Source: an optimization exercise on an open RTL-to-GDS flow (aim: small area and a short achievable clock period). Production flows keep margins and buffers that such runs may drop.
Only simulation tests tie the RTL to the original design; equivalence was not proved.
Power figures rest on the tool's default switching activity, not on a simulated workload.

Design ctrl_unit, start of the top module:
module ctrl_unit (
    input  logic               clk,
    input  logic               rst,
    input  logic [31:0]        pc,
    input  logic [31:0]        inst,
    input  logic [31:0]        imm,
    input  logic               alu_done,
    input  logic               mem_done,
    input  logic               jump_done,
    input  logic               is_jump,
    output logic               is_en,
    output logic [2:0]         imm_sel,
    output logic               alu_en,
    output logic               mem_en,
    output logic               jump_en,
    output logic [31:0]        pc_ctrl,
    output logic [31:0]        imm_ctrl,
    output logic [5-1:0] rs1_ctrl,
    output logic [5-1:0] rs2_ctrl,
    output logic [4:0]         jump_op,
    output logic [3:0]         alu_op,
    output logic               alu_use_pc,
    output logic               alu_use_imm,
    output logic               mem_we,
    output logic [2:0]         mem_bhw,
    output logic [2:0]         write_sel,
    output logic               reg_write,
    output logic [5-1:0] rd_ctrl
);
clock: 5.0 ns
lec_check: 0
cap_margin: 20
core_margin: 2
core_utilization: 65
cts_cluster_diameter: 200
cts_cluster_size: 25
setup_slack_margin: 2.3
slew_margin: 20
standard.sh (not shown) runs the stock make flow with config.mk's settings and CLKGATE_MAP_FILE= SYNTH_SCRIPT=/design/flow/synth_recipe.tcl, a recipe that flattens the netlist after the stock synthesis.
==> flow/flow/run.sh <==
#!/bin/bash
# Standard layout (standard.sh, all steps) with two changes:
# * plain buf_1 cells as the port buffers (the default pick is a slow delay buffer);
# * the platform's don't-use list extended with slow wide OR / AOI-style cells,
#   so that mapping and repair build the decode logic from faster gates.
# Registers come out of the standard synthesis unchanged.
set -euo pipefail
export BUFFER_PORTS_ARGS="-buffer_cell sky130_fd_sc_hd__buf_1"
PLATFORM_DONT_USE="sky130_fd_sc_hd__probe_p_8 sky130_fd_sc_hd__probec_p_8 sky130_fd_sc_hd__lpflow_bleeder_1 sky130_fd_sc_hd__lpflow_clkbufkapwr_1 sky130_fd_sc_hd__lpflow_clkbufkapwr_16 sky130_fd_sc_hd__lpflow_clkbufkapwr_2 sky130_fd_sc_hd__lpflow_clkbufkapwr_4 sky130_fd_sc_hd__lpflow_clkbufkapwr_8 sky130_fd_sc_hd__lpflow_clkinvkapwr_1 sky130_fd_sc_hd__lpflow_clkinvkapwr_16 sky130_fd_sc_hd__lpflow_clkinvkapwr_2 sky130_fd_sc_hd__lpflow_clkinvkapwr_4 sky130_fd_sc_hd__lpflow_clkinvkapwr_8 sky130_fd_sc_hd__lpflow_decapkapwr_12 sky130_fd_sc_hd__lpflow_decapkapwr_3 sky130_fd_sc_hd__lpflow_decapkapwr_4 sky130_fd_sc_hd__lpflow_decapkapwr_6 sky130_fd_sc_hd__lpflow_decapkapwr_8 sky130_fd_sc_hd__lpflow_inputiso0n_1 sky130_fd_sc_hd__lpflow_inputiso0p_1 sky130_fd_sc_hd__lpflow_inputiso1n_1 sky130_fd_sc_hd__lpflow_inputiso1p_1 sky130_fd_sc_hd__lpflow_inputisolatch_1 sky130_fd_sc_hd__lpflow_isobufsrc_1 sky130_fd_sc_hd__lpflow_isobufsrc_16 sky130_fd_sc_hd__lpflow_isobufsrc_2 sky130_fd_sc_hd__lpflow_isobufsrc_4 sky130_fd_sc_hd__lpflow_isobufsrc_8 sky130_fd_sc_hd__lpflow_isobufsrckapwr_16 sky130_fd_sc_hd__lpflow_lsbuf_lh_hl_isowell_tap_1 sky130_fd_sc_hd__lpflow_lsbuf_lh_hl_isowell_tap_2 sky130_fd_sc_hd__lpflow_lsbuf_lh_hl_isowell_tap_4 sky130_fd_sc_hd__lpflow_lsbuf_lh_isowell_4 sky130_fd_sc_hd__lpflow_lsbuf_lh_isowell_tap_1 sky130_fd_sc_hd__lpflow_lsbuf_lh_isowell_tap_2 sky130_fd_sc_hd__lpflow_lsbuf_lh_isowell_tap_4"
P=sky130_fd_sc_hd__
SLOW="${P}or3_* ${P}or3b_* ${P}or4_* ${P}or4b_* ${P}or4bb_* ${P}a2111o_* ${P}o41a_* ${P}a311o_* ${P}o311a_* ${P}o2111a_* ${P}a41o_* ${P}nor4_* ${P}nor4b_* ${P}nor4bb_* ${P}a2111oi_* ${P}o41ai_* ${P}and4bb_* ${P}and4b_*"
bash standard.sh "BUFFER_PORTS_ARGS=$BUFFER_PORTS_ARGS" "DONT_USE_CELLS=$PLATFORM_DONT_USE $SLOW" finish > standard_flow.log 2>&1
==> next run, changes <==
==> flow/flow/run.sh (replaced) <==
#!/bin/bash
# Standard layout, with plain buf_1 cells as the port buffers (the default pick is a slow delay buffer).
set -euo pipefail
export BUFFER_PORTS_ARGS="-buffer_cell sky130_fd_sc_hd__buf_1"
bash standard.sh "BUFFER_PORTS_ARGS=$BUFFER_PORTS_ARGS" finish > standard_flow.log 2>&1
--- a/flow/config.mk
+++ b/flow/config.mk
@@ -12,3 +12,3 @@
 export CTS_CLUSTER_SIZE = 25
-export SETUP_SLACK_MARGIN = 2.3
+export SETUP_SLACK_MARGIN = 1.2
 export SLEW_MARGIN = 20
Non-clock buffer count shrinks by 35; worst setup slack loses 0.45 ns; routed wire length shrinks by 11%.

========
Another version of the RTL of ctrl_unit (not shown whole).
Size: ~720 cells after synthesis, about 200 flip-flops, ~210 I/O pins, roughly 0.0094 mm^2 of cells after synthesis.
==> flow/config.mk <==
export PLATFORM = sky130hd
export DESIGN_NAME = ctrl_unit
export DESIGN_NICKNAME = ctrl_unit
export VERILOG_FILES = /design/flow/design.v
export SDC_FILE = /design/flow/constraint.sdc
export NUM_CORES = 4
export LEC_CHECK = 0
export CAP_MARGIN = 20
export CORE_MARGIN = 2
export CORE_UTILIZATION = 40
export SLEW_MARGIN = 20
==> flow/constraint.sdc <==
create_clock -name core_clock -period 5.0 [get_ports {clk}]
set_input_delay 1.0000 -clock core_clock [delete_from_list [all_inputs] [get_ports {clk}]]
set_output_delay 1.0000 -clock core_clock [all_outputs]
set_load 0.01 [all_outputs]
==> flow/flow/run.sh <==
#!/bin/bash
# Standard layout, with plain buf_1 cells as the port buffers (the default pick is a slow delay buffer).
set -euo pipefail
export BUFFER_PORTS_ARGS="-buffer_cell sky130_fd_sc_hd__buf_1"
bash standard.sh "BUFFER_PORTS_ARGS=$BUFFER_PORTS_ARGS" finish > standard_flow.log 2>&1
The starting point produced a clean layout.
Then changed:
--- a/flow/config.mk
+++ b/flow/config.mk
@@ -10,2 +10,3 @@
 export CORE_UTILIZATION = 40
+export SETUP_SLACK_MARGIN = 2.0
 export SLEW_MARGIN = 20
Routed wire length climbs by 23%. Combinational power climbs by 82%. Global-route usage climbs by 3.6 points. Sequential cell count does not change. Core utilization climbs by 11 points. Synthesized area is unchanged. Hold slack gains 3.8 ps.
Then changed:
==> flow/run.sh (new file) <==
#!/bin/bash
# synth_recipe.tcl (not shown) runs the flow's synth.tcl, then flattens the netlist and writes it again
# the make line also repeats each setting of config.mk as NAME=value (left out here)
make -C /OpenROAD-flow-scripts/flow DESIGN_CONFIG=/design/flow/config.mk WORK_HOME=/design/flow/orfs CLKGATE_MAP_FILE= SYNTH_SCRIPT=/design/flow/synth_recipe.tcl finish
--- a/flow/config.mk
+++ b/flow/config.mk
@@ -10,3 +10,2 @@
 export CORE_UTILIZATION = 40
-export SETUP_SLACK_MARGIN = 2.0
 export SLEW_MARGIN = 20
removed: flow/flow/run.sh
removed: flow/standard.sh
Result: Cell area came out lower by 7.7%. Die area stays the same. Register-to-register slack degrades by 210 ps. Worst setup slack degrades by 950 ps.
Then changed:
==> flow/flow/run.sh (new file) <==
#!/bin/bash
# Standard layout, with plain buf_1 cells as the port buffers (the default pick is a slow delay buffer).
set -euo pipefail
export BUFFER_PORTS_ARGS="-buffer_cell sky130_fd_sc_hd__buf_1"
bash standard.sh "BUFFER_PORTS_ARGS=$BUFFER_PORTS_ARGS" finish > standard_flow.log 2>&1
==> flow/standard.sh (new file) <==
#!/bin/bash
# synth_recipe.tcl (not shown) runs the flow's synth.tcl, then flattens the netlist and writes it again
# the make line also repeats each setting of config.mk as NAME=value (left out here)
make -C /OpenROAD-flow-scripts/flow DESIGN_CONFIG=/design/flow/config.mk WORK_HOME=/design/flow/orfs CLKGATE_MAP_FILE= SYNTH_SCRIPT=/design/flow/synth_recipe.tcl "${@:-finish}"
--- a/flow/config.mk
+++ b/flow/config.mk
@@ -10,2 +10,3 @@
 export CORE_UTILIZATION = 40
+export SETUP_SLACK_MARGIN = 1.0
 export SLEW_MARGIN = 20
removed: flow/run.sh
After rerunning: The changed run ran to the end with no violations. Wire length fell by a few percent. Cell area shrinks by roughly a tenth. Die area is unchanged. Via count decreases slightly. First-iteration DRC count falls by about a fifth. Core utilization fell by 5.3 points. Worst setup slack gains 800 ps. Sequential share of layout area climbs by 4.9 points. Synthesized area stays the same. Sequential power hardly moves. Worst hold slack degrades by 13 ps.

========
ctrl_unit with an RTL version that a note above also has.
Size in the first run: about 210 I/O pins, roughly 9900 sq um of cells after synthesis.
export LEC_CHECK = 0
export CAP_MARGIN = 20
export CORE_MARGIN = 2
export CORE_UTILIZATION = 65
export CTS_CLUSTER_DIAMETER = 200
export CTS_CLUSTER_SIZE = 25
export SETUP_SLACK_MARGIN = 1.5
export SLEW_MARGIN = 20
export SYNTH_HIERARCHICAL = 1
export SYNTH_MINIMUM_KEEP_SIZE = 0
create_clock -name core_clock -period 5.0 [get_ports {clk}]
==> flow/flow/run.sh <==
#!/bin/bash
# Standard layout, with plain buf_1 cells as the port buffers (the default pick is a slow delay buffer).
set -euo pipefail
export BUFFER_PORTS_ARGS="-buffer_cell sky130_fd_sc_hd__buf_1"
bash standard.sh "BUFFER_PORTS_ARGS=$BUFFER_PORTS_ARGS" finish > standard_flow.log 2>&1
Next try:
--- a/flow/config.mk
+++ b/flow/config.mk
@@ -12,5 +12,3 @@
 export CTS_CLUSTER_SIZE = 25
-export SETUP_SLACK_MARGIN = 1.5
+export SETUP_SLACK_MARGIN = 2.0
 export SLEW_MARGIN = 20
-export SYNTH_HIERARCHICAL = 1
-export SYNTH_MINIMUM_KEEP_SIZE = 0
Result:
- global-route usage falls by 0.60 points
- setup slack improves by 180 ps
- final area came out lower by a few percent
- via count fell by a little under a tenth
- power decreases slightly
- utilization rose by 1.4 points
- first-iteration DRC count goes down by about a fifth
- routed wire length came out lower by a little under a tenth
- final cell count fell by a little under a tenth
- die area is lower by a few percent
Next try:
==> flow/flow/run.sh (replaced) <==
#!/bin/bash
# Standard layout (standard.sh, all steps) with two changes:
# * plain buf_1 cells as the port buffers (the default pick is a slow delay buffer);
# * the platform's don't-use list extended with slow wide OR / AOI-style cells,
#   so that mapping and repair build the decode logic from faster gates.
# Registers come out of the standard synthesis unchanged.
set -euo pipefail
export BUFFER_PORTS_ARGS="-buffer_cell sky130_fd_sc_hd__buf_1"
PLATFORM_DONT_USE="sky130_fd_sc_hd__probe_p_8 sky130_fd_sc_hd__probec_p_8 sky130_fd_sc_hd__lpflow_bleeder_1 sky130_fd_sc_hd__lpflow_clkbufkapwr_1 sky130_fd_sc_hd__lpflow_clkbufkapwr_16 sky130_fd_sc_hd__lpflow_clkbufkapwr_2 sky130_fd_sc_hd__lpflow_clkbufkapwr_4 sky130_fd_sc_hd__lpflow_clkbufkapwr_8 sky130_fd_sc_hd__lpflow_clkinvkapwr_1 sky130_fd_sc_hd__lpflow_clkinvkapwr_16 sky130_fd_sc_hd__lpflow_clkinvkapwr_2 sky130_fd_sc_hd__lpflow_clkinvkapwr_4 sky130_fd_sc_hd__lpflow_clkinvkapwr_8 sky130_fd_sc_hd__lpflow_decapkapwr_12 sky130_fd_sc_hd__lpflow_decapkapwr_3 sky130_fd_sc_hd__lpflow_decapkapwr_4 sky130_fd_sc_hd__lpflow_decapkapwr_6 sky130_fd_sc_hd__lpflow_decapkapwr_8 sky130_fd_sc_hd__lpflow_inputiso0n_1 sky130_fd_sc_hd__lpflow_inputiso0p_1 sky130_fd_sc_hd__lpflow_inputiso1n_1 sky130_fd_sc_hd__lpflow_inputiso1p_1 sky130_fd_sc_hd__lpflow_inputisolatch_1 sky130_fd_sc_hd__lpflow_isobufsrc_1 sky130_fd_sc_hd__lpflow_isobufsrc_16 sky130_fd_sc_hd__lpflow_isobufsrc_2 sky130_fd_sc_hd__lpflow_isobufsrc_4 sky130_fd_sc_hd__lpflow_isobufsrc_8 sky130_fd_sc_hd__lpflow_isobufsrckapwr_16 sky130_fd_sc_hd__lpflow_lsbuf_lh_hl_isowell_tap_1 sky130_fd_sc_hd__lpflow_lsbuf_lh_hl_isowell_tap_2 sky130_fd_sc_hd__lpflow_lsbuf_lh_hl_isowell_tap_4 sky130_fd_sc_hd__lpflow_lsbuf_lh_isowell_4 sky130_fd_sc_hd__lpflow_lsbuf_lh_isowell_tap_1 sky130_fd_sc_hd__lpflow_lsbuf_lh_isowell_tap_2 sky130_fd_sc_hd__lpflow_lsbuf_lh_isowell_tap_4"
P=sky130_fd_sc_hd__
SLOW="${P}or3_* ${P}or3b_* ${P}or4_* ${P}or4b_* ${P}or4bb_* ${P}a2111o_* ${P}o41a_* ${P}a311o_* ${P}o311a_* ${P}o2111a_* ${P}a41o_* ${P}nor4_* ${P}nor4b_* ${P}nor4bb_* ${P}a2111oi_* ${P}o41ai_* ${P}and4bb_* ${P}and4b_*"
bash standard.sh "BUFFER_PORTS_ARGS=$BUFFER_PORTS_ARGS" "DONT_USE_CELLS=$PLATFORM_DONT_USE $SLOW" finish > standard_flow.log 2>&1
--- a/flow/config.mk
+++ b/flow/config.mk
@@ -7,3 +7,3 @@
 export LEC_CHECK = 0
-export CAP_MARGIN = 20
+export CAP_MARGIN = 5
 export CORE_MARGIN = 2
@@ -12,3 +12,3 @@
 export CTS_CLUSTER_SIZE = 25
-export SETUP_SLACK_MARGIN = 2.0
-export SLEW_MARGIN = 20
+export SETUP_SLACK_MARGIN = 1.9
+export SLEW_MARGIN = 5
Result:
- power decreases by 1.1%
- clock-buffer cell count is unchanged
- sequential share of layout area stays flat
- final area barely changes
- sequential power barely changes
- area after synthesis increases by 1.0%
- cell count increases by 0.82%
Next try:
==> flow/flow/run.sh (replaced) <==
#!/bin/bash
# Standard layout, with plain buf_1 cells as the port buffers (the default pick is a slow delay buffer).
set -euo pipefail
export BUFFER_PORTS_ARGS="-buffer_cell sky130_fd_sc_hd__buf_1"
bash standard.sh "BUFFER_PORTS_ARGS=$BUFFER_PORTS_ARGS" finish > standard_flow.log 2>&1
--- a/flow/config.mk
+++ b/flow/config.mk
@@ -7,3 +7,3 @@
 export LEC_CHECK = 0
-export CAP_MARGIN = 5
+export CAP_MARGIN = 20
 export CORE_MARGIN = 2
@@ -12,3 +12,3 @@
 export CTS_CLUSTER_SIZE = 25
-export SETUP_SLACK_MARGIN = 1.9
-export SLEW_MARGIN = 5
+export SETUP_SLACK_MARGIN = 1.7
+export SLEW_MARGIN = 20
Outcome:
- die area drops by 0.96%
- cell area goes down by 1.6%
- worst hold slack gets worse by 21 ps
- sequential cell count is unchanged
- setup slack got worse by 410 ps
- maximum frequency is lower by 11%

-- static timing again, ports no longer ideal --
The flow's constraints put no driver on any port. The routed layouts listed below were extracted and timed again, unchanged, in two steps.
Step 1, drivers: a clkbuf_16 drives clk and a buf_2 each remaining input, both assumed.
Step 2, shift: input delay + t, output delay - t, t = (earliest + latest rising clock arrival at the registers) / 2. This alone moves slack from input paths to output paths.
Three values: ideal, step 1, step 2; two values: the first two.
run | shift t [ns] | slack for setup (ns) | worst hold slack (ns) | worst setup path at the end
the first run of note 1 | 0.516 | 1.751 / 1.713 / 1.637 | 0.493 / 0.493 / 0.493 | input to register
the second run of note 1 | 0.499 | 1.299 / 1.277 / 1.277 | 0.436 / 0.436 / 0.436 | input to output
the first run of note 2 | 0.467 | 0.874 / 0.850 / 0.850 | 0.463 / 0.463 / 0.463 | input to output
the second run of note 2 | 0.474 | 1.205 / 1.175 / 1.175 | 0.467 / 0.467 / 0.467 | input to output
the third run of note 2 | 0.474 | 0.256 / 0.228 / 0.228 | 0.482 / 0.482 / 0.482 | input to output
the fourth run of note 2 | 0.473 | 1.054 / 1.033 / 0.975 | 0.469 / 0.469 / 0.469 | input to register
the first run of note 3 | 0.509 | 1.176 / 1.165 / 0.656 | 0.438 / 0.438 / 0.438 | input to register
the second run of note 3 | 0.506 | 1.355 / 1.328 / 1.328 | 0.455 / 0.455 / 0.455 | input to output
the third run of note 3 | 0.500 | 1.771 / 1.725 / 1.576 | 0.463 / 0.463 / 0.463 | input to register
the fourth run of note 3 | 0.490 | 1.364 / 1.326 / 1.295 | 0.442 / 0.442 / 0.442 | input to register
After both steps setup and hold are still met in every run listed. The setup slack of the first run of note 3, which loses most, moves by -0.011 ns with the drivers and by -0.520 ns with both steps.
